Background: an optimization exercise with open tools, aiming at small area, a short achievable clock period and few clock cycles. Do not read the settings as production practice. Only simulation tests tie the RTL to the original design; equivalence was not proved.

## flow/design.v (module list and top-level ports; edited modules follow where they fit)
// module zeta_rom: 139 lines
// module butterfly_unit: 824 lines
// module ntt_top: 229 lines
module ntt_top (
    input  logic        clk,
    input  logic        rst,
    input  logic        i_start,
    input  logic        i_mode,
    output logic        o_done,
    output logic        o_bram_a_we,
    output logic [7:0]  o_bram_a_addr,
    output logic [15:0] o_bram_a_wdata,
    output logic        o_bram_b_we,
    output logic [7:0]  o_bram_b_addr,
    output logic [15:0] o_bram_b_wdata,
    input  logic [15:0] i_bram_dout_a,
    input  logic [15:0] i_bram_dout_b
);
  // ...
==> flow/flow/run.sh <==
#!/bin/bash
# The standard layout, with the port buffers made of sky130_fd_sc_hd__buf_2
# cells instead of the resizer's default choice. Every port is still buffered.
set -euo pipefail
export BUFFER_PORTS_ARGS="-buffer_cell sky130_fd_sc_hd__buf_2"
bash standard.sh > standard.log 2>&1
==> flow/standard.sh <==
#!/bin/bash
# synth_recipe.tcl (not shown) runs the flow's synth.tcl, then flattens the netlist and writes it again
# the make line also repeats each setting of config.mk as NAME=value (left out here)
make -C /OpenROAD-flow-scripts/flow DESIGN_CONFIG=/design/flow/config.mk WORK_HOME=/design/flow/orfs CLKGATE_MAP_FILE= SYNTH_SCRIPT=/design/flow/synth_recipe.tcl "${@:-finish}"
==> flow/config.mk <==
export PLATFORM = sky130hd
export DESIGN_NAME = ntt_top
export DESIGN_NICKNAME = ntt_top
export VERILOG_FILES = /design/flow/design.v
export SDC_FILE = /design/flow/constraint.sdc
export NUM_CORES = 4
export LEC_CHECK = 0
export CAP_MARGIN = 20
export CORE_MARGIN = 2
export CORE_UTILIZATION = 45
export CTS_BUF_LIST = sky130_fd_sc_hd__clkbuf_8
export PLACE_DENSITY = 0.55
export SLEW_MARGIN = 20
==> flow/constraint.sdc <==
create_clock -name core_clock -period 13.5 [get_ports {clk}]
set_input_delay 2.7000 -clock core_clock [delete_from_list [all_inputs] [get_ports {clk}]]
set_output_delay 2.7000 -clock core_clock [all_outputs]
set_load 0.01 [all_outputs]
==> summary.txt, run 1 <==
Placed design
  • Port buffer count: 70
  • Gpl congestion: 0.912
  • DP Cell Count: 2998

Timing
  • Worst setup margin: 8.91 ns
  • Clock skew: 0.0577 ns
  • Crit share post-route: 34.0%
  • Worst slew pin tran: 1.04 ns
  • RSZ-0062 raised after global routing: no

Critical path
  • CP max stage delay: 0.71 ns
  • Reg2reg end: zi_q[1]$_DFF_P_
  • Crit path buf inv count: 2

Detailed routing
  • DRT antenna net count: 0
  • DRT met1 WL: 25.5 mm
  • Vias per inst: 5.39

Synthesis
  • Top post-synthesis cells by area: dfxtp_1 25%, fa_1 14%, ha_1 9.4%, edfxtp_1 5.0%, inv_1 5.0%
  • Synth top area share: 24.8%
  • Synth Register Bits: 314
  • Most common cell in the netlist: inv_1
  • Register area share after synthesis: 30.3%
  • Post-synth top cells: 296 x inv_1, 273 x dfxtp_1, 203 x nand2_1
  • Post-Synth Adder-Cell Area: 23.7%
  • Post-Synth XOR/XNOR Area: 3.93%
  • Post-Synthesis Cells: 2421

Finish
  • Top flop regs: u_bf.t13 x17, u_bf.ch2 x16, u_bf.sh2 x16
  • Clock buffers: 62
  • Fraction of area in multi-input gates: 57.3%
  • Seq_cells: 314
  • Final core occ: 49.3%
  • Inverter count: 297
  • Top cell category: multi-input gates

GRT
  • Met1 Track Usage GR: 29.3%
  • Grt total ovfl: 0
  • GRT Util Overall: 21.8%
  • First-pass GRT wire length: 88.2 mm

Min path
  • Hold Startpoint: u_bf.w1[12]$_DFF_P_

Clock network
  • Clock Sinks: 314
  • CTS buffer count: 54

Floorplanning
  • Starting Density: 45.3%
  • Die Height: 225 µm
  • Boundary Pins: 87
  • Core ar.: 48600 µm²

Run status
  • Run status: complete, no violations
Testbench counts, summed over its fixed seeds: cycles 66,632.
==> module butterfly_unit, before the edit <==
module butterfly_unit (
    input  logic        clk,
    input  logic        i_inv,
    input  logic [11:0] i_u,
    input  logic [11:0] i_v,
    input  logic [11:0] i_z,
    output logic [11:0] o_r0,
    output logic [11:0] o_r1
);
    logic inv0, inv4;
    always_ff @(posedge clk) begin
        inv0 <= i_inv;
        inv4 <= inv0;
    end
    logic [12:0] x1, w1;
    logic [11:0] z1;
    always_ff @(posedge clk) begin
        x1 <= {1'b0, i_v} - {1'b0, i_u & {12{inv0}}};
        w1 <= {1'b0, i_u} + {1'b0, i_v & {12{inv0}}};
        z1 <= i_z;
    end
    logic [24:0] m_r0, m_r1;
    logic m_1;
    logic m_2;
    logic m_3;
    logic m_4;
    logic m_5;
    logic m_6;
    logic m_7;
    logic m_8;
    logic m_9;
    logic m_10;
    logic m_11;
    logic m_12;
    logic m_13;
    logic m_14;
    logic m_15;
    logic m_16;
    logic m_17;
    logic m_18;
    logic m_19;
    logic m_20;
    logic m_21;
    logic m_22;
    logic m_23;
    logic m_24;
    logic m_25;
    logic m_26;
    logic m_27;
    logic m_28;
    logic m_29;
    logic m_30;
    logic m_31;
    logic m_32;
    logic m_33;
    logic m_34;
    logic m_35;
    logic m_36;
    logic m_37;
    logic m_38;
    logic m_39;
    logic m_40;
    logic m_41;
    logic m_42;
    logic m_43;
    logic m_44;
    logic m_45;
    logic m_46;
    logic m_47;
    logic m_48;
    logic m_49;
    logic m_50;
    logic m_51;
    logic m_52;
    logic m_53;
    logic m_54;
    logic m_55;
    logic m_56;
    logic m_57;
    logic m_58;
    logic m_59;
    logic m_60;
    logic m_61;
    logic m_62;
    logic m_63;
    logic m_64;
    logic m_65;
    logic m_66;
    logic m_67;
    logic m_68;
    logic m_69;
    logic m_70;
    logic m_71;
    logic m_72;
    logic m_73;
    logic m_74;
    logic m_75;
    logic m_76;
    logic m_77;
    logic m_78;
    logic m_79;
    logic m_80;
    logic m_81;
    logic m_82;
    logic m_83;
    logic m_84;
    logic m_85;
    logic m_86;
    logic m_87;
    logic m_88;
    logic m_89;
    logic m_90;
    logic m_91;
    logic m_92;
    logic m_93;
    logic m_94;
    logic m_95;
    logic m_96;
    logic m_97;
    logic m_98;
    logic m_99;
    logic m_100;
    logic m_101;
    logic m_102;
    logic m_103;
    logic m_104;
    logic m_105;
    logic m_106;
    logic m_107;
    logic m_108;
    logic m_109;
    logic m_110;
    logic m_111;
    logic m_112;
    logic m_113;
    logic m_114;
    logic m_115;
    logic m_116;
    logic m_117;
    logic m_118;
    logic m_119;
    logic m_120;
    logic m_121;
    logic m_122;
    logic m_123;
    logic m_124;
    logic m_125;
    logic m_126;
    logic m_127;
    logic m_128;
    logic m_129;
    logic m_130;
    logic m_131;
    logic m_132;
    logic m_133;
    logic m_134;
    logic m_135;
    logic m_136;
    logic m_137;
    logic m_138;
    logic m_139;
    logic m_140;
    logic m_141;
    logic m_142;
    logic m_143;
    logic m_144;
    logic m_145;
    logic m_146;
    logic m_147;
    logic m_148;
    logic m_149;
    logic m_150;
    logic m_151;
    logic m_152;
    logic m_153;
    logic m_154;
    logic m_155;
    logic m_156;
    logic m_157;
    logic m_158;
    logic m_159;
    logic m_160;
    logic m_161;
    logic m_162;
    logic m_163;
    logic m_164;
    logic m_165;
    logic m_166;
    logic m_167;
    logic m_168;
    logic m_169;
    logic m_170;
    logic m_171;
    logic m_172;
    logic m_173;
    logic m_174;
    logic m_175;
    logic m_176;
    logic m_177;
    logic m_178;
    logic m_179;
    logic m_180;
    logic m_181;
    logic m_182;
    logic m_183;
    logic m_184;
    logic m_185;
    logic m_186;
    logic m_187;
    logic m_188;
    logic m_189;
    logic m_190;
    logic m_191;
    logic m_192;
    logic m_193;
    logic m_194;
    logic m_195;
    logic m_196;
    logic m_197;
    logic m_198;
    logic m_199;
    logic m_200;
    logic m_201;
    logic m_202;
    logic m_203;
    logic m_204;
    logic m_205;
    logic m_206;
    logic m_207;
    logic m_208;
    logic m_209;
    logic m_210;
    logic m_211;
    logic m_212;
    logic m_213;
    logic m_214;
    logic m_215;
    logic m_216;
    logic m_217;
    logic m_218;
    logic m_219;
    logic m_220;
    logic m_221;
    logic m_222;
    logic m_223;
    logic m_224;
    logic m_225;
    logic m_226;
    logic m_227;
    logic m_228;
    logic m_229;
    logic m_230;
    logic m_231;
    logic m_232;
    logic m_233;
    logic m_234;
    logic m_235;
    logic m_236;
    logic m_237;
    logic m_238;
    logic m_239;
    logic m_240;
    logic m_241;
    logic m_242;
    assign m_1 = (z1[0] & x1[9]) ^ (z1[1] & x1[8]);
    assign m_2 = (z1[0] & x1[9]) & (z1[1] & x1[8]);
    assign m_3 = (z1[0] & x1[10]) ^ (z1[1] & x1[9]) ^ (z1[2] & x1[8]);
    assign m_4 = ((z1[0] & x1[10]) & (z1[1] & x1[9])) | ((z1[0] & x1[10]) & (z1[2] & x1[8])) | ((z1[1] & x1[9]) & (z1[2] & x1[8]));
    assign m_5 = (z1[3] & x1[7]) ^ (z1[4] & x1[6]);
    assign m_6 = (z1[3] & x1[7]) & (z1[4] & x1[6]);
    assign m_7 = (z1[0] & x1[11]) ^ (z1[1] & x1[10]) ^ (z1[2] & x1[9]);
    assign m_8 = ((z1[0] & x1[11]) & (z1[1] & x1[10])) | ((z1[0] & x1[11]) & (z1[2] & x1[9])) | ((z1[1] & x1[10]) & (z1[2] & x1[9]));
    assign m_9 = (z1[3] & x1[8]) ^ (z1[4] & x1[7]) ^ (z1[5] & x1[6]);
    assign m_10 = ((z1[3] & x1[8]) & (z1[4] & x1[7])) | ((z1[3] & x1[8]) & (z1[5] & x1[6])) | ((z1[4] & x1[7]) & (z1[5] & x1[6]));
    assign m_11 = (z1[6] & x1[5]) ^ (z1[7] & x1[4]);
    assign m_12 = (z1[6] & x1[5]) & (z1[7] & x1[4]);
    assign m_13 = ~(z1[0] & x1[12]) ^ (z1[1] & x1[11]) ^ (z1[2] & x1[10]);
    assign m_14 = (~(z1[0] & x1[12]) & (z1[1] & x1[11])) | (~(z1[0] & x1[12]) & (z1[2] & x1[10])) | ((z1[1] & x1[11]) & (z1[2] & x1[10]));
    assign m_15 = (z1[3] & x1[9]) ^ (z1[4] & x1[8]) ^ (z1[5] & x1[7]);
    assign m_16 = ((z1[3] & x1[9]) & (z1[4] & x1[8])) | ((z1[3] & x1[9]) & (z1[5] & x1[7])) | ((z1[4] & x1[8]) & (z1[5] & x1[7]));
    assign m_17 = (z1[6] & x1[6]) ^ (z1[7] & x1[5]) ^ (z1[8] & x1[4]);
    assign m_18 = ((z1[6] & x1[6]) & (z1[7] & x1[5])) | ((z1[6] & x1[6]) & (z1[8] & x1[4])) | ((z1[7] & x1[5]) & (z1[8] & x1[4]));
    assign m_19 = (z1[9] & x1[3]) ^ (z1[10] & x1[2]);
    assign m_20 = (z1[9] & x1[3]) & (z1[10] & x1[2]);
    assign m_21 = ~(z1[1] & x1[12]) ^ (z1[2] & x1[11]) ^ (z1[3] & x1[10]);
    assign m_22 = (~(z1[1] & x1[12]) & (z1[2] & x1[11])) | (~(z1[1] & x1[12]) & (z1[3] & x1[10])) | ((z1[2] & x1[11]) & (z1[3] & x1[10]));
    assign m_23 = (z1[4] & x1[9]) ^ (z1[5] & x1[8]) ^ (z1[6] & x1[7]);
    assign m_24 = ((z1[4] & x1[9]) & (z1[5] & x1[8])) | ((z1[4] & x1[9]) & (z1[6] & x1[7])) | ((z1[5] & x1[8]) & (z1[6] & x1[7]));
    assign m_25 = (z1[7] & x1[6]) ^ (z1[8] & x1[5]) ^ (z1[9] & x1[4]);
    assign m_26 = ((z1[7] & x1[6]) & (z1[8] & x1[5])) | ((z1[7] & x1[6]) & (z1[9] & x1[4])) | ((z1[8] & x1[5]) & (z1[9] & x1[4]));
    assign m_27 = ~(z1[2] & x1[12]) ^ (z1[3] & x1[11]) ^ (z1[4] & x1[10]);
    assign m_28 = (~(z1[2] & x1[12]) & (z1[3] & x1[11])) | (~(z1[2] & x1[12]) & (z1[4] & x1[10])) | ((z1[3] & x1[11]) & (z1[4] & x1[10]));
    assign m_29 = (z1[5] & x1[9]) ^ (z1[6] & x1[8]) ^ (z1[7] & x1[7]);
    assign m_30 = ((z1[5] & x1[9]) & (z1[6] & x1[8])) | ((z1[5] & x1[9]) & (z1[7] & x1[7])) | ((z1[6] & x1[8]) & (z1[7] & x1[7]));
    assign m_31 = ~(z1[3] & x1[12]) ^ (z1[4] & x1[11]) ^ (z1[5] & x1[10]);
    assign m_32 = (~(z1[3] & x1[12]) & (z1[4] & x1[11])) | (~(z1[3] & x1[12]) & (z1[5] & x1[10])) | ((z1[4] & x1[11]) & (z1[5] & x1[10]));
    assign m_33 = (z1[0] & x1[6]) ^ (z1[1] & x1[5]);
    assign m_34 = (z1[0] & x1[6]) & (z1[1] & x1[5]);
    assign m_35 = (z1[0] & x1[7]) ^ (z1[1] & x1[6]) ^ (z1[2] & x1[5]);
    assign m_36 = ((z1[0] & x1[7]) & (z1[1] & x1[6])) | ((z1[0] & x1[7]) & (z1[2] & x1[5])) | ((z1[1] & x1[6]) & (z1[2] & x1[5]));
    assign m_37 = (z1[3] & x1[4]) ^ (z1[4] & x1[3]);
    assign m_38 = (z1[3] & x1[4]) & (z1[4] & x1[3]);
    assign m_39 = (z1[0] & x1[8]) ^ (z1[1] & x1[7]) ^ (z1[2] & x1[6]);
    assign m_40 = ((z1[0] & x1[8]) & (z1[1] & x1[7])) | ((z1[0] & x1[8]) & (z1[2] & x1[6])) | ((z1[1] & x1[7]) & (z1[2] & x1[6]));
    assign m_41 = (z1[3] & x1[5]) ^ (z1[4] & x1[4]) ^ (z1[5] & x1[3]);
    assign m_42 = ((z1[3] & x1[5]) & (z1[4] & x1[4])) | ((z1[3] & x1[5]) & (z1[5] & x1[3])) | ((z1[4] & x1[4]) & (z1[5] & x1[3]));
    assign m_43 = (z1[6] & x1[2]) ^ (z1[7] & x1[1]);
    assign m_44 = (z1[6] & x1[2]) & (z1[7] & x1[1]);
    assign m_45 = (z1[2] & x1[7]) ^ (z1[3] & x1[6]) ^ (z1[4] & x1[5]);
    assign m_46 = ((z1[2] & x1[7]) & (z1[3] & x1[6])) | ((z1[2] & x1[7]) & (z1[4] & x1[5])) | ((z1[3] & x1[6]) & (z1[4] & x1[5]));
    assign m_47 = (z1[5] & x1[4]) ^ (z1[6] & x1[3]) ^ (z1[7] & x1[2]);
    assign m_48 = ((z1[5] & x1[4]) & (z1[6] & x1[3])) | ((z1[5] & x1[4]) & (z1[7] & x1[2])) | ((z1[6] & x1[3]) & (z1[7] & x1[2]));
    assign m_49 = (z1[8] & x1[1]) ^ (z1[9] & x1[0]) ^ m_1;
    assign m_50 = ((z1[8] & x1[1]) & (z1[9] & x1[0])) | ((z1[8] & x1[1]) & m_1) | ((z1[9] & x1[0]) & m_1);
    assign m_51 = (z1[5] & x1[5]) ^ (z1[6] & x1[4]) ^ (z1[7] & x1[3]);
    assign m_52 = ((z1[5] & x1[5]) & (z1[6] & x1[4])) | ((z1[5] & x1[5]) & (z1[7] & x1[3])) | ((z1[6] & x1[4]) & (z1[7] & x1[3]));
    assign m_53 = (z1[8] & x1[2]) ^ (z1[9] & x1[1]) ^ (z1[10] & x1[0]);
    assign m_54 = ((z1[8] & x1[2]) & (z1[9] & x1[1])) | ((z1[8] & x1[2]) & (z1[10] & x1[0])) | ((z1[9] & x1[1]) & (z1[10] & x1[0]));
    assign m_55 = m_3 ^ m_5 ^ m_2;
    assign m_56 = (m_3 & m_5) | (m_3 & m_2) | (m_5 & m_2);
    assign m_57 = (z1[8] & x1[3]) ^ (z1[9] & x1[2]) ^ (z1[10] & x1[1]);
    assign m_58 = ((z1[8] & x1[3]) & (z1[9] & x1[2])) | ((z1[8] & x1[3]) & (z1[10] & x1[1])) | ((z1[9] & x1[2]) & (z1[10] & x1[1]));
    assign m_59 = (z1[11] & x1[0]) ^ m_7 ^ m_9;
    assign m_60 = ((z1[11] & x1[0]) & m_7) | ((z1[11] & x1[0]) & m_9) | (m_7 & m_9);
    assign m_61 = m_11 ^ m_4 ^ m_6;
    assign m_62 = (m_11 & m_4) | (m_11 & m_6) | (m_4 & m_6);
    assign m_63 = (z1[11] & x1[1]) ^ 1'b1 ^ m_13;
    assign m_64 = ((z1[11] & x1[1]) & 1'b1) | ((z1[11] & x1[1]) & m_13) | (1'b1 & m_13);
    assign m_65 = m_15 ^ m_17 ^ m_19;
    assign m_66 = (m_15 & m_17) | (m_15 & m_19) | (m_17 & m_19);
    assign m_67 = m_8 ^ m_10 ^ m_12;
    assign m_68 = (m_8 & m_10) | (m_8 & m_12) | (m_10 & m_12);
    assign m_69 = (z1[10] & x1[3]) ^ (z1[11] & x1[2]) ^ m_21;
    assign m_70 = ((z1[10] & x1[3]) & (z1[11] & x1[2])) | ((z1[10] & x1[3]) & m_21) | ((z1[11] & x1[2]) & m_21);
    assign m_71 = m_23 ^ m_25 ^ m_14;
    assign m_72 = (m_23 & m_25) | (m_23 & m_14) | (m_25 & m_14);
    assign m_73 = m_16 ^ m_18 ^ m_20;
    assign m_74 = (m_16 & m_18) | (m_16 & m_20) | (m_18 & m_20);
    assign m_75 = (z1[8] & x1[6]) ^ (z1[9] & x1[5]) ^ (z1[10] & x1[4]);
    assign m_76 = ((z1[8] & x1[6]) & (z1[9] & x1[5])) | ((z1[8] & x1[6]) & (z1[10] & x1[4])) | ((z1[9] & x1[5]) & (z1[10] & x1[4]));
    assign m_77 = (z1[11] & x1[3]) ^ m_27 ^ m_29;
    assign m_78 = ((z1[11] & x1[3]) & m_27) | ((z1[11] & x1[3]) & m_29) | (m_27 & m_29);
    assign m_79 = m_22 ^ m_24 ^ m_26;
    assign m_80 = (m_22 & m_24) | (m_22 & m_26) | (m_24 & m_26);
    assign m_81 = (z1[6] & x1[9]) ^ (z1[7] & x1[8]) ^ (z1[8] & x1[7]);
    assign m_82 = ((z1[6] & x1[9]) & (z1[7] & x1[8])) | ((z1[6] & x1[9]) & (z1[8] & x1[7])) | ((z1[7] & x1[8]) & (z1[8] & x1[7]));
    assign m_83 = (z1[9] & x1[6]) ^ (z1[10] & x1[5]) ^ (z1[11] & x1[4]);
    assign m_84 = ((z1[9] & x1[6]) & (z1[10] & x1[5])) | ((z1[9] & x1[6]) & (z1[11] & x1[4])) | ((z1[10] & x1[5]) & (z1[11] & x1[4]));
    assign m_85 = m_31 ^ m_28 ^ m_30;
    assign m_86 = (m_31 & m_28) | (m_31 & m_30) | (m_28 & m_30);
    assign m_87 = ~(z1[4] & x1[12]) ^ (z1[5] & x1[11]) ^ (z1[6] & x1[10]);
    assign m_88 = (~(z1[4] & x1[12]) & (z1[5] & x1[11])) | (~(z1[4] & x1[12]) & (z1[6] & x1[10])) | ((z1[5] & x1[11]) & (z1[6] & x1[10]));
    assign m_89 = (z1[7] & x1[9]) ^ (z1[8] & x1[8]) ^ (z1[9] & x1[7]);
    assign m_90 = ((z1[7] & x1[9]) & (z1[8] & x1[8])) | ((z1[7] & x1[9]) & (z1[9] & x1[7])) | ((z1[8] & x1[8]) & (z1[9] & x1[7]));
    assign m_91 = (z1[10] & x1[6]) ^ (z1[11] & x1[5]) ^ m_32;
    assign m_92 = ((z1[10] & x1[6]) & (z1[11] & x1[5])) | ((z1[10] & x1[6]) & m_32) | ((z1[11] & x1[5]) & m_32);
    assign m_93 = ~(z1[5] & x1[12]) ^ (z1[6] & x1[11]) ^ (z1[7] & x1[10]);
    assign m_94 = (~(z1[5] & x1[12]) & (z1[6] & x1[11])) | (~(z1[5] & x1[12]) & (z1[7] & x1[10])) | ((z1[6] & x1[11]) & (z1[7] & x1[10]));
    assign m_95 = (z1[8] & x1[9]) ^ (z1[9] & x1[8]) ^ (z1[10] & x1[7]);
    assign m_96 = ((z1[8] & x1[9]) & (z1[9] & x1[8])) | ((z1[8] & x1[9]) & (z1[10] & x1[7])) | ((z1[9] & x1[8]) & (z1[10] & x1[7]));
    assign m_97 = ~(z1[6] & x1[12]) ^ (z1[7] & x1[11]) ^ (z1[8] & x1[10]);
    assign m_98 = (~(z1[6] & x1[12]) & (z1[7] & x1[11])) | (~(z1[6] & x1[12]) & (z1[8] & x1[10])) | ((z1[7] & x1[11]) & (z1[8] & x1[10]));
    assign m_99 = (z1[0] & x1[4]) ^ (z1[1] & x1[3]);
    assign m_100 = (z1[0] & x1[4]) & (z1[1] & x1[3]);
    assign m_101 = (z1[0] & x1[5]) ^ (z1[1] & x1[4]) ^ (z1[2] & x1[3]);
    assign m_102 = ((z1[0] & x1[5]) & (z1[1] & x1[4])) | ((z1[0] & x1[5]) & (z1[2] & x1[3])) | ((z1[1] & x1[4]) & (z1[2] & x1[3]));
    assign m_103 = (z1[3] & x1[2]) ^ (z1[4] & x1[1]);
    assign m_104 = (z1[3] & x1[2]) & (z1[4] & x1[1]);
    assign m_105 = (z1[2] & x1[4]) ^ (z1[3] & x1[3]) ^ (z1[4] & x1[2]);
    assign m_106 = ((z1[2] & x1[4]) & (z1[3] & x1[3])) | ((z1[2] & x1[4]) & (z1[4] & x1[2])) | ((z1[3] & x1[3]) & (z1[4] & x1[2]));
    assign m_107 = (z1[5] & x1[1]) ^ (z1[6] & x1[0]) ^ m_33;
    assign m_108 = ((z1[5] & x1[1]) & (z1[6] & x1[0])) | ((z1[5] & x1[1]) & m_33) | ((z1[6] & x1[0]) & m_33);
    assign m_109 = (z1[5] & x1[2]) ^ (z1[6] & x1[1]) ^ (z1[7] & x1[0]);
    assign m_110 = ((z1[5] & x1[2]) & (z1[6] & x1[1])) | ((z1[5] & x1[2]) & (z1[7] & x1[0])) | ((z1[6] & x1[1]) & (z1[7] & x1[0]));
    assign m_111 = m_35 ^ m_37 ^ m_34;
    assign m_112 = (m_35 & m_37) | (m_35 & m_34) | (m_37 & m_34);
    assign m_113 = (z1[8] & x1[0]) ^ m_39 ^ m_41;
    assign m_114 = ((z1[8] & x1[0]) & m_39) | ((z1[8] & x1[0]) & m_41) | (m_39 & m_41);
    assign m_115 = m_43 ^ m_36 ^ m_38;
    assign m_116 = (m_43 & m_36) | (m_43 & m_38) | (m_36 & m_38);
    assign m_117 = m_45 ^ m_47 ^ m_49;
    assign m_118 = (m_45 & m_47) | (m_45 & m_49) | (m_47 & m_49);
    assign m_119 = m_40 ^ m_42 ^ m_44;
    assign m_120 = (m_40 & m_42) | (m_40 & m_44) | (m_42 & m_44);
    assign m_121 = m_51 ^ m_53 ^ m_55;
    assign m_122 = (m_51 & m_53) | (m_51 & m_55) | (m_53 & m_55);
    assign m_123 = m_46 ^ m_48 ^ m_50;
    assign m_124 = (m_46 & m_48) | (m_46 & m_50) | (m_48 & m_50);
    assign m_125 = m_57 ^ m_59 ^ m_61;
    assign m_126 = (m_57 & m_59) | (m_57 & m_61) | (m_59 & m_61);
    assign m_127 = m_52 ^ m_54 ^ m_56;
    assign m_128 = (m_52 & m_54) | (m_52 & m_56) | (m_54 & m_56);
    assign m_129 = m_63 ^ m_65 ^ m_67;
    assign m_130 = (m_63 & m_65) | (m_63 & m_67) | (m_65 & m_67);
    assign m_131 = m_58 ^ m_60 ^ m_62;
    assign m_132 = (m_58 & m_60) | (m_58 & m_62) | (m_60 & m_62);
    assign m_133 = m_69 ^ m_71 ^ m_73;
    assign m_134 = (m_69 & m_71) | (m_69 & m_73) | (m_71 & m_73);
    assign m_135 = m_64 ^ m_66 ^ m_68;
    assign m_136 = (m_64 & m_66) | (m_64 & m_68) | (m_66 & m_68);
    assign m_137 = m_75 ^ m_77 ^ m_79;
    assign m_138 = (m_75 & m_77) | (m_75 & m_79) | (m_77 & m_79);
    assign m_139 = m_70 ^ m_72 ^ m_74;
    assign m_140 = (m_70 & m_72) | (m_70 & m_74) | (m_72 & m_74);
    assign m_141 = m_81 ^ m_83 ^ m_85;
    assign m_142 = (m_81 & m_83) | (m_81 & m_85) | (m_83 & m_85);
    assign m_143 = m_76 ^ m_78 ^ m_80;
    assign m_144 = (m_76 & m_78) | (m_76 & m_80) | (m_78 & m_80);
    assign m_145 = m_87 ^ m_89 ^ m_91;
    assign m_146 = (m_87 & m_89) | (m_87 & m_91) | (m_89 & m_91);
    assign m_147 = m_82 ^ m_84 ^ m_86;
    assign m_148 = (m_82 & m_84) | (m_82 & m_86) | (m_84 & m_86);
    assign m_149 = (z1[11] & x1[6]) ^ m_93 ^ m_95;
    assign m_150 = ((z1[11] & x1[6]) & m_93) | ((z1[11] & x1[6]) & m_95) | (m_93 & m_95);
    assign m_151 = m_88 ^ m_90 ^ m_92;
    assign m_152 = (m_88 & m_90) | (m_88 & m_92) | (m_90 & m_92);
    assign m_153 = (z1[9] & x1[9]) ^ (z1[10] & x1[8]) ^ (z1[11] & x1[7]);
    assign m_154 = ((z1[9] & x1[9]) & (z1[10] & x1[8])) | ((z1[9] & x1[9]) & (z1[11] & x1[7])) | ((z1[10] & x1[8]) & (z1[11] & x1[7]));
    assign m_155 = m_97 ^ m_94 ^ m_96;
    assign m_156 = (m_97 & m_94) | (m_97 & m_96) | (m_94 & m_96);
    assign m_157 = ~(z1[7] & x1[12]) ^ (z1[8] & x1[11]) ^ (z1[9] & x1[10]);
    assign m_158 = (~(z1[7] & x1[12]) & (z1[8] & x1[11])) | (~(z1[7] & x1[12]) & (z1[9] & x1[10])) | ((z1[8] & x1[11]) & (z1[9] & x1[10]));
    assign m_159 = (z1[10] & x1[9]) ^ (z1[11] & x1[8]) ^ m_98;
    assign m_160 = ((z1[10] & x1[9]) & (z1[11] & x1[8])) | ((z1[10] & x1[9]) & m_98) | ((z1[11] & x1[8]) & m_98);
    assign m_161 = ~(z1[8] & x1[12]) ^ (z1[9] & x1[11]) ^ (z1[10] & x1[10]);
    assign m_162 = (~(z1[8] & x1[12]) & (z1[9] & x1[11])) | (~(z1[8] & x1[12]) & (z1[10] & x1[10])) | ((z1[9] & x1[11]) & (z1[10] & x1[10]));
    assign m_163 = (z1[0] & x1[3]) ^ (z1[1] & x1[2]);
    assign m_164 = (z1[0] & x1[3]) & (z1[1] & x1[2]);
    assign m_165 = (z1[2] & x1[2]) ^ (z1[3] & x1[1]) ^ (z1[4] & x1[0]);
    assign m_166 = ((z1[2] & x1[2]) & (z1[3] & x1[1])) | ((z1[2] & x1[2]) & (z1[4] & x1[0])) | ((z1[3] & x1[1]) & (z1[4] & x1[0]));
    assign m_167 = (z1[5] & x1[0]) ^ m_101 ^ m_103;
    assign m_168 = ((z1[5] & x1[0]) & m_101) | ((z1[5] & x1[0]) & m_103) | (m_101 & m_103);
    assign m_169 = m_105 ^ m_107 ^ m_102;
    assign m_170 = (m_105 & m_107) | (m_105 & m_102) | (m_107 & m_102);
    assign m_171 = m_109 ^ m_111 ^ m_106;
    assign m_172 = (m_109 & m_111) | (m_109 & m_106) | (m_111 & m_106);
    assign m_173 = m_113 ^ m_115 ^ m_110;
    assign m_174 = (m_113 & m_115) | (m_113 & m_110) | (m_115 & m_110);
    assign m_175 = m_117 ^ m_119 ^ m_114;
    assign m_176 = (m_117 & m_119) | (m_117 & m_114) | (m_119 & m_114);
    assign m_177 = m_121 ^ m_123 ^ m_118;
    assign m_178 = (m_121 & m_123) | (m_121 & m_118) | (m_123 & m_118);
    assign m_179 = m_125 ^ m_127 ^ m_122;
    assign m_180 = (m_125 & m_127) | (m_125 & m_122) | (m_127 & m_122);
    assign m_181 = m_129 ^ m_131 ^ m_126;
    assign m_182 = (m_129 & m_131) | (m_129 & m_126) | (m_131 & m_126);
    assign m_183 = m_133 ^ m_135 ^ m_130;
    assign m_184 = (m_133 & m_135) | (m_133 & m_130) | (m_135 & m_130);
    assign m_185 = m_137 ^ m_139 ^ m_134;
    assign m_186 = (m_137 & m_139) | (m_137 & m_134) | (m_139 & m_134);
    assign m_187 = m_141 ^ m_143 ^ m_138;
    assign m_188 = (m_141 & m_143) | (m_141 & m_138) | (m_143 & m_138);
    assign m_189 = m_145 ^ m_147 ^ m_142;
    assign m_190 = (m_145 & m_147) | (m_145 & m_142) | (m_147 & m_142);
    assign m_191 = m_149 ^ m_151 ^ m_146;
    assign m_192 = (m_149 & m_151) | (m_149 & m_146) | (m_151 & m_146);
    assign m_193 = m_153 ^ m_155 ^ m_150;
    assign m_194 = (m_153 & m_155) | (m_153 & m_150) | (m_155 & m_150);
    assign m_195 = m_157 ^ m_159 ^ m_154;
    assign m_196 = (m_157 & m_159) | (m_157 & m_154) | (m_159 & m_154);
    assign m_197 = (z1[11] & x1[9]) ^ m_161 ^ m_158;
    assign m_198 = ((z1[11] & x1[9]) & m_161) | ((z1[11] & x1[9]) & m_158) | (m_161 & m_158);
    assign m_199 = ~(z1[9] & x1[12]) ^ (z1[10] & x1[11]) ^ (z1[11] & x1[10]);
    assign m_200 = (~(z1[9] & x1[12]) & (z1[10] & x1[11])) | (~(z1[9] & x1[12]) & (z1[11] & x1[10])) | ((z1[10] & x1[11]) & (z1[11] & x1[10]));
    assign m_201 = (z1[0] & x1[2]) ^ (z1[1] & x1[1]);
    assign m_202 = (z1[0] & x1[2]) & (z1[1] & x1[1]);
    assign m_203 = (z1[2] & x1[1]) ^ (z1[3] & x1[0]) ^ m_163;
    assign m_204 = ((z1[2] & x1[1]) & (z1[3] & x1[0])) | ((z1[2] & x1[1]) & m_163) | ((z1[3] & x1[0]) & m_163);
    assign m_205 = m_99 ^ m_165 ^ m_164;
    assign m_206 = (m_99 & m_165) | (m_99 & m_164) | (m_165 & m_164);
    assign m_207 = m_100 ^ m_167 ^ m_166;
    assign m_208 = (m_100 & m_167) | (m_100 & m_166) | (m_167 & m_166);
    assign m_209 = m_104 ^ m_169 ^ m_168;
    assign m_210 = (m_104 & m_169) | (m_104 & m_168) | (m_169 & m_168);
    assign m_211 = m_108 ^ m_171 ^ m_170;
    assign m_212 = (m_108 & m_171) | (m_108 & m_170) | (m_171 & m_170);
    assign m_213 = m_112 ^ m_173 ^ m_172;
    assign m_214 = (m_112 & m_173) | (m_112 & m_172) | (m_173 & m_172);
    assign m_215 = m_116 ^ m_175 ^ m_174;
    assign m_216 = (m_116 & m_175) | (m_116 & m_174) | (m_175 & m_174);
    assign m_217 = m_120 ^ m_177 ^ m_176;
    assign m_218 = (m_120 & m_177) | (m_120 & m_176) | (m_177 & m_176);
    assign m_219 = m_124 ^ m_179 ^ m_178;
    assign m_220 = (m_124 & m_179) | (m_124 & m_178) | (m_179 & m_178);
    assign m_221 = m_128 ^ m_181 ^ m_180;
    assign m_222 = (m_128 & m_181) | (m_128 & m_180) | (m_181 & m_180);
    assign m_223 = m_132 ^ m_183 ^ m_182;
    assign m_224 = (m_132 & m_183) | (m_132 & m_182) | (m_183 & m_182);
    assign m_225 = m_136 ^ m_185 ^ m_184;
    assign m_226 = (m_136 & m_185) | (m_136 & m_184) | (m_185 & m_184);
    assign m_227 = m_140 ^ m_187 ^ m_186;
    assign m_228 = (m_140 & m_187) | (m_140 & m_186) | (m_187 & m_186);
    assign m_229 = m_144 ^ m_189 ^ m_188;
    assign m_230 = (m_144 & m_189) | (m_144 & m_188) | (m_189 & m_188);
    assign m_231 = m_148 ^ m_191 ^ m_190;
    assign m_232 = (m_148 & m_191) | (m_148 & m_190) | (m_191 & m_190);
    assign m_233 = m_152 ^ m_193 ^ m_192;
    assign m_234 = (m_152 & m_193) | (m_152 & m_192) | (m_193 & m_192);
    assign m_235 = m_156 ^ m_195 ^ m_194;
    assign m_236 = (m_156 & m_195) | (m_156 & m_194) | (m_195 & m_194);
    assign m_237 = m_160 ^ m_197 ^ m_196;
    assign m_238 = (m_160 & m_197) | (m_160 & m_196) | (m_197 & m_196);
    assign m_239 = m_162 ^ m_199 ^ m_198;
    assign m_240 = (m_162 & m_199) | (m_162 & m_198) | (m_199 & m_198);
    assign m_241 = ~(z1[10] & x1[12]) ^ (z1[11] & x1[11]) ^ m_200;
    assign m_242 = (~(z1[10] & x1[12]) & (z1[11] & x1[11])) | (~(z1[10] & x1[12]) & m_200) | ((z1[11] & x1[11]) & m_200);
    assign m_r0 = {1'b1, ~(z1[11] & x1[12]), m_241, m_239, m_237, m_235, m_233, m_231, m_229, m_227, m_225, m_223, m_221, m_219, m_217, m_215, m_213, m_211, m_209, m_207, m_205, m_203, (z1[2] & x1[0]), (z1[0] & x1[1]), (z1[0] & x1[0])};
    assign m_r1 = {1'b0, m_242, m_240, m_238, m_236, m_234, m_232, m_230, m_228, m_226, m_224, m_222, m_220, m_218, m_216, m_214, m_212, m_210, m_208, m_206, m_204, m_202, m_201, (z1[1] & x1[0]), 1'b0};
    logic [8:0]  lo_c;
    assign lo_c = {1'b0, m_r0[7:0]} + {1'b0, m_r1[7:0]};
    logic [7:0]  plo2;
    logic        c82;
    logic [16:0] sh2, ch2;
    logic [12:0] w2;
    always_ff @(posedge clk) begin
        plo2 <= lo_c[7:0];
        c82  <= lo_c[8];
        sh2  <= m_r0[24:8];
        ch2  <= m_r1[24:8];
        w2   <= w1;
    end
    logic [16:0] a_r0, a_r1;
    logic a_1;
    logic a_2;
    logic a_3;
    logic a_4;
    logic a_5;
    logic a_6;
    logic a_7;
    logic a_8;
    logic a_9;
    logic a_10;
    logic a_11;
    logic a_12;
    logic a_13;
    logic a_14;
    logic a_15;
    logic a_16;
    logic a_17;
    logic a_18;
    logic a_19;
    logic a_20;
    logic a_21;
    logic a_22;
    logic a_23;
    logic a_24;
    logic a_25;
    logic a_26;
    logic a_27;
    logic a_28;
    logic a_29;
    logic a_30;
    logic a_31;
    logic a_32;
    logic a_33;
    logic a_34;
    logic a_35;
    logic a_36;
    logic a_37;
    logic a_38;
    logic a_39;
    logic a_40;
    logic a_41;
    logic a_42;
    logic a_43;
    logic a_44;
    logic a_45;
    logic a_46;
    logic a_47;
    logic a_48;
    logic a_49;
    logic a_50;
    logic a_51;
    logic a_52;
    logic a_53;
    logic a_54;
    logic a_55;
    logic a_56;
    logic a_57;
    logic a_58;
    logic a_59;
    logic a_60;
    logic a_61;
    logic a_62;
    logic a_63;
    logic a_64;
    logic a_65;
    logic a_66;
    logic a_67;
    logic a_68;
    logic a_69;
    logic a_70;
    logic a_71;
    logic a_72;
    logic a_73;
    logic a_74;
    logic a_75;
    logic a_76;
    logic a_77;
    logic a_78;
    logic a_79;
    logic a_80;
    logic a_81;
    logic a_82;
    logic a_83;
    logic a_84;
    logic a_85;
    logic a_86;
    logic a_87;
    logic a_88;
    logic a_89;
    logic a_90;
    assign a_1 = sh2[0] ^ ch2[0];
    assign a_2 = sh2[0] & ch2[0];
    assign a_3 = sh2[1] ^ ch2[1];
    assign a_4 = sh2[1] & ch2[1];
    assign a_5 = sh2[2] ^ ch2[2];
    assign a_6 = sh2[2] & ch2[2];
    assign a_7 = sh2[3] ^ ch2[3] ^ ~plo2[0];
    assign a_8 = (sh2[3] & ch2[3]) | (sh2[3] & ~plo2[0]) | (ch2[3] & ~plo2[0]);
    assign a_9 = ~plo2[1] ^ ~plo2[3];
    assign a_10 = ~plo2[1] & ~plo2[3];
    assign a_11 = sh2[4] ^ ch2[4] ^ ~plo2[1];
    assign a_12 = (sh2[4] & ch2[4]) | (sh2[4] & ~plo2[1]) | (ch2[4] & ~plo2[1]);
    assign a_13 = ~plo2[2] ^ ~plo2[4] ^ 1'b1;
    assign a_14 = (~plo2[2] & ~plo2[4]) | (~plo2[2] & 1'b1) | (~plo2[4] & 1'b1);
    assign a_15 = sh2[5] ^ ch2[5] ^ ~plo2[2];
    assign a_16 = (sh2[5] & ch2[5]) | (sh2[5] & ~plo2[2]) | (ch2[5] & ~plo2[2]);
    assign a_17 = ~plo2[3] ^ ~plo2[5];
    assign a_18 = ~plo2[3] & ~plo2[5];
    assign a_19 = sh2[6] ^ ch2[6] ^ ~plo2[3];
    assign a_20 = (sh2[6] & ch2[6]) | (sh2[6] & ~plo2[3]) | (ch2[6] & ~plo2[3]);
    assign a_21 = ~plo2[4] ^ ~plo2[6];
    assign a_22 = ~plo2[4] & ~plo2[6];
    assign a_23 = sh2[7] ^ ch2[7] ^ ~plo2[4];
    assign a_24 = (sh2[7] & ch2[7]) | (sh2[7] & ~plo2[4]) | (ch2[7] & ~plo2[4]);
    assign a_25 = ~plo2[5] ^ ~plo2[7];
    assign a_26 = ~plo2[5] & ~plo2[7];
    assign a_27 = sh2[8] ^ ch2[8] ^ ~plo2[5];
    assign a_28 = (sh2[8] & ch2[8]) | (sh2[8] & ~plo2[5]) | (ch2[8] & ~plo2[5]);
    assign a_29 = ~plo2[6] ^ 1'b1;
    assign a_30 = ~plo2[6] & 1'b1;
    assign a_31 = sh2[9] ^ ch2[9] ^ ~plo2[6];
    assign a_32 = (sh2[9] & ch2[9]) | (sh2[9] & ~plo2[6]) | (ch2[9] & ~plo2[6]);
    assign a_33 = c82 ^ ~plo2[0];
    assign a_34 = c82 & ~plo2[0];
    assign a_35 = ~plo2[1] ^ 1'b1 ^ a_3;
    assign a_36 = (~plo2[1] & 1'b1) | (~plo2[1] & a_3) | (1'b1 & a_3);
    assign a_37 = ~plo2[0] ^ ~plo2[2] ^ a_5;
    assign a_38 = (~plo2[0] & ~plo2[2]) | (~plo2[0] & a_5) | (~plo2[2] & a_5);
    assign a_39 = 1'b1 ^ a_7 ^ a_9;
    assign a_40 = (1'b1 & a_7) | (1'b1 & a_9) | (a_7 & a_9);
    assign a_41 = a_11 ^ a_13 ^ a_8;
    assign a_42 = (a_11 & a_13) | (a_11 & a_8) | (a_13 & a_8);
    assign a_43 = a_15 ^ a_17 ^ a_12;
    assign a_44 = (a_15 & a_17) | (a_15 & a_12) | (a_17 & a_12);
    assign a_45 = a_19 ^ a_21 ^ a_16;
    assign a_46 = (a_19 & a_21) | (a_19 & a_16) | (a_21 & a_16);
    assign a_47 = a_23 ^ a_25 ^ a_20;
    assign a_48 = (a_23 & a_25) | (a_23 & a_20) | (a_25 & a_20);
    assign a_49 = a_27 ^ a_29 ^ a_24;
    assign a_50 = (a_27 & a_29) | (a_27 & a_24) | (a_29 & a_24);
    assign a_51 = ~plo2[7] ^ a_31 ^ a_28;
    assign a_52 = (~plo2[7] & a_31) | (~plo2[7] & a_28) | (a_31 & a_28);
    assign a_53 = sh2[10] ^ ch2[10] ^ ~plo2[7];
    assign a_54 = (sh2[10] & ch2[10]) | (sh2[10] & ~plo2[7]) | (ch2[10] & ~plo2[7]);
    assign a_55 = sh2[11] ^ ch2[11];
    assign a_56 = sh2[11] & ch2[11];
    assign a_57 = 1'b1 ^ a_1;
    assign a_58 = 1'b1 & a_1;
    assign a_59 = a_2 ^ a_35 ^ a_34;
    assign a_60 = (a_2 & a_35) | (a_2 & a_34) | (a_35 & a_34);
    assign a_61 = a_4 ^ a_37 ^ a_36;
    assign a_62 = (a_4 & a_37) | (a_4 & a_36) | (a_37 & a_36);
    assign a_63 = a_6 ^ a_39 ^ a_38;
    assign a_64 = (a_6 & a_39) | (a_6 & a_38) | (a_39 & a_38);
    assign a_65 = a_10 ^ a_41 ^ a_40;
    assign a_66 = (a_10 & a_41) | (a_10 & a_40) | (a_41 & a_40);
    assign a_67 = a_14 ^ a_43 ^ a_42;
    assign a_68 = (a_14 & a_43) | (a_14 & a_42) | (a_43 & a_42);
    assign a_69 = a_18 ^ a_45 ^ a_44;
    assign a_70 = (a_18 & a_45) | (a_18 & a_44) | (a_45 & a_44);
    assign a_71 = a_22 ^ a_47 ^ a_46;
    assign a_72 = (a_22 & a_47) | (a_22 & a_46) | (a_47 & a_46);
    assign a_73 = a_26 ^ a_49 ^ a_48;
    assign a_74 = (a_26 & a_49) | (a_26 & a_48) | (a_49 & a_48);
    assign a_75 = a_30 ^ a_51 ^ a_50;
    assign a_76 = (a_30 & a_51) | (a_30 & a_50) | (a_51 & a_50);
    assign a_77 = a_32 ^ a_53 ^ a_52;
    assign a_78 = (a_32 & a_53) | (a_32 & a_52) | (a_53 & a_52);
    assign a_79 = 1'b1 ^ a_55 ^ a_54;
    assign a_80 = (1'b1 & a_55) | (1'b1 & a_54) | (a_55 & a_54);
    assign a_81 = sh2[12] ^ ch2[12] ^ a_56;
    assign a_82 = (sh2[12] & ch2[12]) | (sh2[12] & a_56) | (ch2[12] & a_56);
    assign a_83 = sh2[13] ^ ch2[13] ^ 1'b1;
    assign a_84 = (sh2[13] & ch2[13]) | (sh2[13] & 1'b1) | (ch2[13] & 1'b1);
    assign a_85 = sh2[14] ^ ch2[14];
    assign a_86 = sh2[14] & ch2[14];
    assign a_87 = sh2[15] ^ ch2[15] ^ 1'b1;
    assign a_88 = (sh2[15] & ch2[15]) | (sh2[15] & 1'b1) | (ch2[15] & 1'b1);
    assign a_89 = sh2[16] ^ ch2[16];
    assign a_90 = sh2[16] & ch2[16];
    assign a_r0 = {a_89, a_87, a_85, a_83, a_81, a_79, a_77, a_75, a_73, a_71, a_69, a_67, a_65, a_63, a_61, a_59, a_33};
    assign a_r1 = {a_88, a_86, a_84, a_82, a_80, a_78, a_76, a_74, a_72, a_70, a_68, a_66, a_64, a_62, a_60, a_58, a_57};
    logic [8:0]  t1_lo, t1_h0, t1_h1;
    logic [9:0]  t1_h1w;
    assign t1_lo  = {1'b0, a_r0[7:0]} + {1'b0, a_r1[7:0]};
    assign t1_h0  = a_r0[16:8] + a_r1[16:8];
    assign t1_h1w = {a_r0[16:8], 1'b1} + {a_r1[16:8], 1'b1};
    assign t1_h1  = t1_h1w[9:1];
    logic [16:0] t13;
    logic [12:0] w3;
    always_ff @(posedge clk) begin
        t13 <= {t1_lo[8] ? t1_h1 : t1_h0, t1_lo[7:0]};
        w3  <= w2;
    end
    logic [11:0] b_r0, b_r1;
    logic b_1;
    logic b_2;
    logic b_3;
    logic b_4;
    logic b_5;
    logic b_6;
    logic b_7;
    logic b_8;
    logic b_9;
    logic b_10;
    logic b_11;
    logic b_12;
    logic b_13;
    logic b_14;
    logic b_15;
    logic b_16;
    logic b_17;
    logic b_18;
    logic b_19;
    logic b_20;
    logic b_21;
    logic b_22;
    logic b_23;
    logic b_24;
    logic b_25;
    logic b_26;
    logic b_27;
    logic b_28;
    logic b_29;
    logic b_30;
    logic b_31;
    logic b_32;
    logic b_33;
    logic b_34;
    logic b_35;
    logic b_36;
    logic b_37;
    logic b_38;
    logic b_39;
    logic b_40;
    logic b_41;
    logic b_42;
    assign b_1 = t13[11] ^ ~t13[0];
    assign b_2 = t13[11] & ~t13[0];
    assign b_3 = t13[12] ^ ~t13[1];
    assign b_4 = t13[12] & ~t13[1];
    assign b_5 = t13[13] ^ ~t13[2];
    assign b_6 = t13[13] & ~t13[2];
    assign b_7 = t13[14] ^ ~t13[3];
    assign b_8 = t13[14] & ~t13[3];
    assign b_9 = t13[15] ^ ~t13[4];
    assign b_10 = t13[15] & ~t13[4];
    assign b_11 = t13[10] ^ ~t13[0];
    assign b_12 = t13[10] & ~t13[0];
    assign b_13 = ~t13[1] ^ ~t13[3] ^ 1'b1;
    assign b_14 = (~t13[1] & ~t13[3]) | (~t13[1] & 1'b1) | (~t13[3] & 1'b1);
    assign b_15 = ~t13[2] ^ ~t13[4] ^ b_3;
    assign b_16 = (~t13[2] & ~t13[4]) | (~t13[2] & b_3) | (~t13[4] & b_3);
    assign b_17 = ~t13[3] ^ ~t13[5] ^ b_5;
    assign b_18 = (~t13[3] & ~t13[5]) | (~t13[3] & b_5) | (~t13[5] & b_5);
    assign b_19 = ~t13[4] ^ ~t13[6] ^ b_7;
    assign b_20 = (~t13[4] & ~t13[6]) | (~t13[4] & b_7) | (~t13[6] & b_7);
    assign b_21 = ~t13[5] ^ ~t13[7] ^ b_9;
    assign b_22 = (~t13[5] & ~t13[7]) | (~t13[5] & b_9) | (~t13[7] & b_9);
    assign b_23 = t13[16] ^ ~t13[5] ^ ~t13[6];
    assign b_24 = (t13[16] & ~t13[5]) | (t13[16] & ~t13[6]) | (~t13[5] & ~t13[6]);
    assign b_25 = t13[9] ^ ~t13[1];
    assign b_26 = t13[9] & ~t13[1];
    assign b_27 = ~t13[2] ^ 1'b1 ^ b_11;
    assign b_28 = (~t13[2] & 1'b1) | (~t13[2] & b_11) | (1'b1 & b_11);
    assign b_29 = b_1 ^ b_13 ^ b_12;
    assign b_30 = (b_1 & b_13) | (b_1 & b_12) | (b_13 & b_12);
    assign b_31 = b_2 ^ b_15 ^ b_14;
    assign b_32 = (b_2 & b_15) | (b_2 & b_14) | (b_15 & b_14);
    assign b_33 = b_4 ^ b_17 ^ b_16;
    assign b_34 = (b_4 & b_17) | (b_4 & b_16) | (b_17 & b_16);
    assign b_35 = b_6 ^ b_19 ^ b_18;
    assign b_36 = (b_6 & b_19) | (b_6 & b_18) | (b_19 & b_18);
    assign b_37 = b_8 ^ b_21 ^ b_20;
    assign b_38 = (b_8 & b_21) | (b_8 & b_20) | (b_21 & b_20);
    assign b_39 = b_10 ^ b_23 ^ b_22;
    assign b_40 = (b_10 & b_23) | (b_10 & b_22) | (b_23 & b_22);
    assign b_41 = ~t13[6] ^ ~t13[7] ^ b_24;
    assign b_42 = (~t13[6] & ~t13[7]) | (~t13[6] & b_24) | (~t13[7] & b_24);
    assign b_r0 = {1'b0, ~t13[7], b_41, b_39, b_37, b_35, b_33, b_31, b_29, b_27, 1'b1, t13[8]};
    assign b_r1 = {1'b0, b_42, b_40, b_38, b_36, b_34, b_32, b_30, b_28, b_26, b_25, ~t13[0]};
    logic [11:0] t4;
    logic [12:0] w4;
    always_ff @(posedge clk) begin
        t4 <= b_r0 + b_r1;
        w4 <= w3;
    end
    logic [13:0] y05, y15;
    always_ff @(posedge clk) begin
        y05 <= {1'b0, w4} + {2'b00, t4 & {12{~inv4}}};
        y15 <= inv4 ? {2'b00, t4} : ({1'b0, w4} + 14'd6658 - {2'b00, t4});
    end
    function automatic logic [11:0] mod3q(input logic [13:0] y);
        logic [11:0] k;
        k = (y >= 14'd6658) ? 12'(6658) : ((y >= 14'd3329) ? 12'd3329 : 12'd0);
        mod3q = y[11:0] - k;
    endfunction
    always_ff @(posedge clk) begin
        o_r0 <= mod3q(y05);
        o_r1 <= mod3q(y15);
    end
endmodule
==> run 2, diff against run 1 <==
--- a/flow/design.v
+++ b/flow/design.v
@@ -144,17 +144,19 @@
 `timescale 1ns/1ps
 module butterfly_unit (
     input  logic        clk,
     input  logic        i_inv,
     input  logic [11:0] i_u,
     input  logic [11:0] i_v,
     input  logic [11:0] i_z,
     output logic [11:0] o_r0,
-    output logic [11:0] o_r1
+    output logic [11:0] o_r1,
+    output logic [11:0] o_n0,      
+    output logic [11:0] o_n1       
 );
     logic inv0, inv4;
     always_ff @(posedge clk) begin
         inv0 <= i_inv;
         inv4 <= inv0;
     end
     logic [12:0] x1, w1;
     logic [11:0] z1;
@@ -956,19 +958,21 @@
         y05 <= {1'b0, w4} + {2'b00, t4 & {12{~inv4}}};
         y15 <= inv4 ? {2'b00, t4} : ({1'b0, w4} + 14'd6658 - {2'b00, t4});
     end
     function automatic logic [11:0] mod3q(input logic [13:0] y);
         logic [11:0] k;
         k = (y >= 14'd6658) ? 12'(6658) : ((y >= 14'd3329) ? 12'd3329 : 12'd0);
         mod3q = y[11:0] - k;
     endfunction
+    assign o_n0 = mod3q(y05);
+    assign o_n1 = mod3q(y15);
     always_ff @(posedge clk) begin
-        o_r0 <= mod3q(y05);
-        o_r1 <= mod3q(y15);
+        o_r0 <= o_n0;
+        o_r1 <= o_n1;
     end
 endmodule
 `timescale 1ns/1ps
 module ntt_top (
     input  logic        clk,
     input  logic        rst,
     input  logic        i_start,
     input  logic        i_mode,
@@ -1032,39 +1036,39 @@
         if (start) begin
             mode_q <= i_mode;
             c      <= 11'd1;
         end else if (busy) begin
             c      <= c + 11'd1;
         end
     end
     assign o_done = done_q;
-    logic [8:0]  c9p1, c9m4, c9m8, acn;
+    logic [10:0] cn, uw1, uw2, acn;
     logic        wr1_n, wr2_n, rdn_n, rd_n;
-    assign rdn_n = c[0];
+    assign cn    = c + 11'd1;
+    assign uw1   = cn - 11'(LAG_WR1);
+    assign uw2   = cn - 11'(LAG_WR2);
+    assign rdn_n = !cn[0];
     assign rd_n  = !c[0];
-    assign wr1_n = !c[0] && (c >= 11'(LAG_WR1 - 1)) && (c < 11'(LAG_WR1 - 1 + 256));
-    assign wr2_n = !c[0] && (c >= 11'(LAG_WR2 - 1 + 256)) && (c < 11'(LAG_WR2 - 1 + 1024));
-    assign c9p1  = c[9:1] + 9'd1;
-    assign c9m4  = c[9:1] - 9'((LAG_WR1 - 1) / 2);
-    assign c9m8  = c[9:1] - 9'((LAG_WR2 - 1) / 2);
-    assign acn   = rdn_n ? c9p1 : (wr1_n ? c9m4 : c9m8);
+    assign wr1_n = cn[0] && (uw1[10:8] == 3'd0);
+    assign wr2_n = cn[0] && (uw2[10:8] != 3'd0) && !uw2[10];
+    assign acn   = rdn_n ? cn : (uw1[10:8] == 3'd0 ? uw1 : uw2);
     logic       pre_rd, pre_sw, pre_we;
     logic [8:0] pre_ac;
     always_ff @(posedge clk or posedge rst) begin
         if (rst) begin
             pre_we <= 1'b0;
         end else begin
             pre_we <= busy && (wr1_n || wr2_n);
         end
     end
     always_ff @(posedge clk) begin
         pre_rd <= rdn_n;
         pre_sw <= wr1_n;
-        pre_ac <= acn;
+        pre_ac <= acn[9:1];
     end
     logic [23:0] ga;
     logic [7:0]  base, fb, sb, hb, n_addr_a, n_addr_b;
     logic        sel;
     always_comb begin
         ga   = grp_addr(mode_q, pre_ac[8:7], (pre_ac[8:7] == 2'd0) ? pre_ac[6:0] : {1'b0, pre_ac[6:1]});
         base = ga[23:16];
         fb   = ga[15:8];
@@ -1087,88 +1091,94 @@
         end else begin
             we_q <= pre_we && busy;
         end
     end
     always_ff @(posedge clk) begin
         addr_a_q <= n_addr_a;
         addr_b_q <= n_addr_b;
     end
-    logic [11:0] bf_r0, bf_r1;
+    logic [11:0] bf_r0, bf_r1, bf_n0, bf_n1;
     logic [11:0] h1_0, h1_1, h2;
     logic [11:0] op_u, op_v;
     logic [6:0]  zi_q;
     logic [11:0] zrom;
     logic [10:0] cs1;
     logic        sgl_q, l2b_q, l1_q;
-    logic [8:0]  zc9;
-    logic        sgl_op, l2_op;
-    logic [8:0]  zc9a, zc9b;
-    assign sgl_op = sgl_q;                                
-    assign l2_op  = c[0] && !sgl_q;
-    assign zc9a   = c[9:1] - 9'd1;
-    assign zc9b   = c[9:1] - 9'((LAG_L2 - 1) / 2);
-    assign zc9    = l2_op ? zc9b : zc9a;
-    assign cs1    = c - 11'd2;                             
-    logic cap_q, hp_q, hq_q;
-    logic [10:0] uh;
-    assign uh = c - 11'd8;
+    assign cs1    = c - 11'd2;      
+    logic [8:0]  zc9_n, zc9_q;
+    logic [8:0]  zc9_m1, zc9_m5;
+    assign zc9_m1 = c[9:1] - 9'd1;
+    assign zc9_m5 = c[9:1] - 9'((LAG_L2 - 1) / 2);
+    assign zc9_n  = c[0] ? c[9:1] : ((cs1[10:8] == 3'd0) ? zc9_m1 : zc9_m5);
+    always_ff @(posedge clk) begin
+        zc9_q <= zc9_n;
+    end
+    logic cap_q, hp_q, hpe_q, hqe_q;
+    logic [10:0] uh, uh7;
+    assign uh  = c - 11'd8;
+    assign uh7 = c - 11'd7;
     always_ff @(posedge clk) begin
         begin
             l1_q  <= c[0];
             sgl_q <= busy && (cs1[10:8] == 3'd0);
             l2b_q <= busy && (cs1[10:8] != 3'd0) && cs1[1];
             cap_q <= busy && c[0] && (c < 11'd256);
             hp_q  <= busy && !c[0] && (uh[9:8] != 2'd0) && !uh[10] && !uh[1];
-            hq_q  <= busy && !c[0] && (uh[9:8] != 2'd0) && !uh[10] && uh[1];
+            hpe_q <= busy && c[0] && (uh7[9:8] != 2'd0) && !uh7[10] && !uh7[1];
+            hqe_q <= busy && c[0] && (uh7[9:8] != 2'd0) && !uh7[10] && uh7[1];
         end
     end
     always_ff @(posedge clk) begin
         if (l1_q) begin
             op_u <= i_bram_dout_a[11:0];
             op_v <= i_bram_dout_b[11:0];
         end else begin
             op_u <= l2b_q ? h1_1 : h1_0;
-            op_v <= (sgl_q || l2b_q) ? h2 : bf_r0;
+            op_v <= (sgl_q || l2b_q) ? h2 : h3;
         end
     end
+    logic [11:0] h3;
     always_ff @(posedge clk) begin
         if (cap_q) begin
             h1_0 <= i_bram_dout_a[11:0];
-        end else if (hp_q) begin
-            h1_0 <= bf_r0;
+        end else if (hpe_q) begin
+            h1_0 <= bf_n0;
         end
         if (hp_q) begin
             h1_1 <= bf_r1;
         end
         if (cap_q) begin
             h2 <= i_bram_dout_b[11:0];
-        end else if (hq_q) begin
-            h2 <= bf_r1;
+        end else if (hqe_q) begin
+            h2 <= bf_n1;
+        end
+        if (hqe_q) begin
+            h3 <= bf_n0;
         end
     end
     logic [6:0]  zi_n;
     logic [5:0]  gg;
     logic        qb;
     always_comb begin
-        gg = zc9[6:1];
-        qb = zc9[0];
-        if (rd_n || sgl_op) begin
-            case ({mode_q, zc9[8:7]})
+        gg = zc9_q[6:1];
+        qb = zc9_q[0];
+        if (l1_q || sgl_q) begin
+            case ({mode_q, zc9_q[8:7]})
                 3'b000: zi_n = 7'd1;
                 3'b001: zi_n = {5'b00001, gg[5]};
                 3'b010: zi_n = {3'b001, gg[5:3]};
                 3'b011: zi_n = {1'b1, gg[5:1]};
                 3'b100: zi_n = {1'b1, ~gg[5:0]};
                 3'b101: zi_n = {2'b01, ~gg[5:2], ~qb};
                 3'b110: zi_n = {4'b0001, ~gg[5:4], ~qb};
                 default: zi_n = {5'b00001, ~qb};
             endcase
         end else begin
-            case ({mode_q, zc9[8:7]})
+            case ({mode_q, zc9_q[8:7]})
                 3'b001: zi_n = {4'b0001, gg[5], qb};
                 3'b010: zi_n = {2'b01, gg[5:3], qb};
                 3'b011: zi_n = {gg[5:1], qb} | 7'h40;
                 3'b101: zi_n = {3'b001, ~gg[5:2]};
                 3'b110: zi_n = {5'b00001, ~gg[5:4]};
                 default: zi_n = 7'd1;
             endcase
         end
@@ -1182,17 +1192,19 @@
     );
     butterfly_unit u_bf (
         .clk   (clk),
         .i_inv (mode_q),
         .i_u   (op_u),
         .i_v   (op_v),
         .i_z   (zrom),
         .o_r0  (bf_r0),
-        .o_r1  (bf_r1)
+        .o_r1  (bf_r1),
+        .o_n0  (bf_n0),
+        .o_n1  (bf_n1)
     );
     assign o_bram_a_we    = we_q;
     assign o_bram_b_we    = we_q;
     assign o_bram_a_addr  = addr_a_q;
     assign o_bram_b_addr  = addr_b_q;
     assign o_bram_a_wdata = {4'b0000, bf_r0};
     assign o_bram_b_wdata = {4'b0000, bf_r1};
 endmodule
==> flow/config.mk (replaced) <==
export PLATFORM = sky130hd
export DESIGN_NAME = ntt_top
export DESIGN_NICKNAME = ntt_top
export VERILOG_FILES = /design/flow/design.v
export SDC_FILE = /design/flow/constraint.sdc
export NUM_CORES = 4
export LEC_CHECK = 0
export ABC_AREA = 1
export CAP_MARGIN = 20
export CORE_MARGIN = 2
export CORE_UTILIZATION = 45
export PLACE_DENSITY = 0.55
export SLEW_MARGIN = 20
==> summary.txt, run 2 <==
Run status
  • Run status: complete, no violations

Synthesis
  • Post-synth ARST share: 1.19%
  • Register area share after synthesis: 32.4% (+2.1 points)
  • Top post-synthesis cells by area: dfxtp_1 25%, fa_1 14%, nand2_1 9.9%, inv_1 9.3%, ha_1 8.8%
  • Syn Area/Cell: 7.94 µm²
  • Post-Synthesis Cells: 2815 (+16%)
  • Main synth FF type: dfxtp_1
  • Synth top area share: 25.4% (+0.57 points)
  • Number of flops mapped to enable cells by yosys: 49
  • Synth unique cells: 60
  • Most common cell in the netlist: nand2_1
  • Synthesized cell area: 22300 µm²
  • Synth Register Bits: 336 (+7.0%)
  • Synth warnings: 3
  • Synth area leader: dfxtp_1
  • Post-synth top cells: 587 x nand2_1, 552 x inv_1, 283 x dfxtp_1

Critical path
  • Crit path buf inv count: 1 (-1)
  • Crit path capture type: output pin
  • Crit-path max FO: 2
  • CP Data Required Time: 10.80 ns
  • Critical Path AT: 1.16 ns
  • Top Family by Delay on Critical Path: flip-flops
  • Critical path type: reg -> out
  • CP max stage delay: 0.42 ns (-0.29 ns)
  • Crit-path cells: buf_2
  • Max stage delay cell, worst path: dfxtp_1
  • Worst setup SP type: register

Finish
  • Most frequent cells in the layout: 587 x nand2_1, 552 x inv_1, 281 x dfxtp_1, 186 x nor2_1, 167 x a21oi_1
  • Area Growth Syn to Fin: 9.95%
  • Layout Nets: 3194
  • # diodes: 0
  • Top flop regs: u_bf.t13 x17, u_bf.ch2 x16, u_bf.sh2 x16
  • Final core occ: 50.2% (+0.91 points)
  • Largest Register: u_bf.t13
  • Max reg flops: 17
  • Commonest non-fill, non-tap cell in the layout: nand2_1
  • Ratio of cells with drive above 1 in the final layout: 6.68%
  • Fin cells: 3537

Timing
  • Min Tclk post-route: 3.86 ns
  • Worst setup margin: 9.64 ns (+0.730 ns)
  • Setup TNS: 0 ns
  • Worst slew pin tran: 1.11 ns (+0.0655 ns)
  • Crit share post-route: 28.6% (-5.4 points)
  • Max Fclk: 259 MHz
  • Final setup violation count: 0
  • Slew headroom: 25.2%
  • RSZ-0062 raised after global routing: no
  • Max-slew violations: 0
  • Final Hold Fails: 0
  • Clock skew: 0.0194 ns (-0.0383 ns)

Clock network
  • CTS tree: built
  • Postcts setup bufs: 0
  • Clock Tree Buf Depth: 3
  • CTS buffer count: 39 (-28%)
  • H-tree Lvls: 2
  • Clock latency (worst-skew pair): 0.56 ns
  • Hold Buf Count CTS: 0
  • # resized after CTS: 0
  • Reg clk slew, reported paths: 0.06 ns
  • Clock Sinks: 336 (+7.0%)
  • Root buf cell: clkbuf_16

Placed design
  • Detail Placement HPWL: 44.8 mm
  • DP Cell Count: 3466 (+16%)
  • Pre-CTS setup slack: 9.69 ns
  • Gpl congestion: 0.932 (+2.2%)
  • Port buffer count: 70 (unchanged)

Detailed routing
  • Vias: 18077
  • WL final: 58.8 mm
  • Routed wire length on met3: 3.10 mm
  • Number of optimization iterations in the first detailed-route pass: 6
  • Met2 WL: 27.4 mm
  • Avg WL per Cell: 16.6 µm
  • DRT met1 WL: 26.4 mm (+3.5%)
  • DR iter-0 viols: 1336
  • Vias per inst: 5.11 (-5.1%)
  • Top layer in use: met4
  • DRT antenna net count: 0 (unchanged)
  • Remaining DRCs: 0

GRT
  • GRT Util Overall: 23.4% (+1.5 points)
  • Grt total ovfl: 0 (unchanged)
  • Vias in the first global route: 17921
  • Pin count of the biggest net entering global routing: 47
  • Initial antenna violation count: 0
  • First-pass GRT wire length: 94.1 mm (+6.6%)

Floorplanning
  • Boundary Pins: 87 (unchanged)
  • Starting Density: 45.6% (+0.33 points)
  • Core ar.: 49000 µm² (+0.62%)
  • Die Footprint: 51500 µm²
  • Die Height: 227 µm (+0.66%)
  • Chip width: 227 µm
  • Cell Rows: 81

Run
  • Max_cap viols: 0

Min path
  • Hold Crit Class: reg -> reg
run 2: cell count changes in the layout (fill, tap and decap cells not counted), moves of 34 or more:
cell	delta
a21oi_1	+63
clkbuf_16	+40
nor2_1	+52
mux2i_1	-36
xnor2_1	-43
and2_1	-123
inv_1	+243
nor3_1	-34
xor2_1	+43
nand3_1	+50
nand2_1	+384
clkbuf_8	-50
run 2: final cells by class:
class,instances,area [µm²]
fill,4791,24400
multi-input combinational,1824,12600
sequential,336,7240
inverter,562,2110
clock buffer,58,1190
tap,664,831
timing repair buffer,80,425
clock inverter,13,193
run 2: worst reg2reg max path: cells and delay by family, from the launching register on:
family | cells | cell delay, ns
compound gates | 2 | 0.88
fa+ha+maj | 4 | 1.79
buf+inv | 3 | 0.16
flops | 1 | 0.38
mux | 1 | 0.45
run 2: final timing paths:
| check | start | end | slack [ns] | depth (start not counted) |
|---|---|---|---|---|
| max in group asynchronous | rst | busy$_DFFE_PP0P_ | 11.34 | 2 |
| worst max-delay path | addr_a_q[0]$_SDFF_PN0_ | o_bram_b_addr[0] | 9.64 | 1 |
| worst min-delay path | u_bf.w3[10]$_DFF_P_ | u_bf.w4[10]$_DFF_P_ | 0.32 | 0 |
| worst max register to register | u_bf.plo2[2]$_DFF_P_ | u_bf.t13[14]$_DFF_P_ | 9.72 | 10 |
| worst min register to register | u_bf.w3[10]$_DFF_P_ | u_bf.w4[10]$_DFF_P_ | 0.32 | 0 |
| min in group asynchronous | rst | done_q$_DFF_PP0_ | 2.01 | 2 |
run 2: logic make-up after synthesis:
logic type / Yosys count / share of synthesized area [%]
muxes: 5 / 0.252
buffers and inverters: 662 / 11.4
and+or+nand+nor: 934 / 17.2
xor gates and xnor gates: 99 / 3.88
AOI/OAI and AO/OA: 463 / 11.9
DFF: 336 / 32.4
other: 1 / 0.0168
adders and majority gates: 315 / 22.9
run 2: through the flow:
stage	hold slack, ns	area (µm²)
6_report	0.321	24600
5_1_grt	0.329	24600
4_1_cts	0.323	24600
3_5_place_dp	0.312	23200
3_3_place_gp	0.310	23200
2_1_floorplan	0.310	22400
run 2: routing by layer:
| metal | vias to the layer above | GRT usage [%] |
|---|---|---|
| met5 | - | 0 |
| met4 | 0 | 8.40 |
| met3 | 123 | 3.90 |
| met2 | 514 | 38.4 |
| met1 | 8555 | 31.0 |
| li1 | 8885 | - |
Testbench counts of run 2, summed over its fixed seeds: cycles 66,632.

==> port drivers added, routing unchanged <==
In the flow no input, the clock included, has a driving cell. The finished layouts below were timed again as built, in two steps. Step 1 assumes that a clkbuf_16 drives the clock port and a buf_2 every other input. Step 2 adds t to the input delays and takes it off the output delays; t is the mean of the earliest and latest rising clock arrival at the registers after step 1. Input paths then give back, and output paths get back, about the clock's delay inside the block. Three values: ideal ports, drivers, drivers and shift; two values: the first two.
run | t (ns) | setup WS [ns] | worst hold slack (ns) | worst slew at a driven data input, ns
run 1 | 0.664 | 8.912 / 8.912 / 8.912 | 0.294 / 0.294 / 0.294 | 0.04
run 2 | 0.616 | 9.642 / 9.583 / 9.719 | 0.321 / 0.321 / 0.321 | 0.03
After both steps every run listed still meets setup and hold.
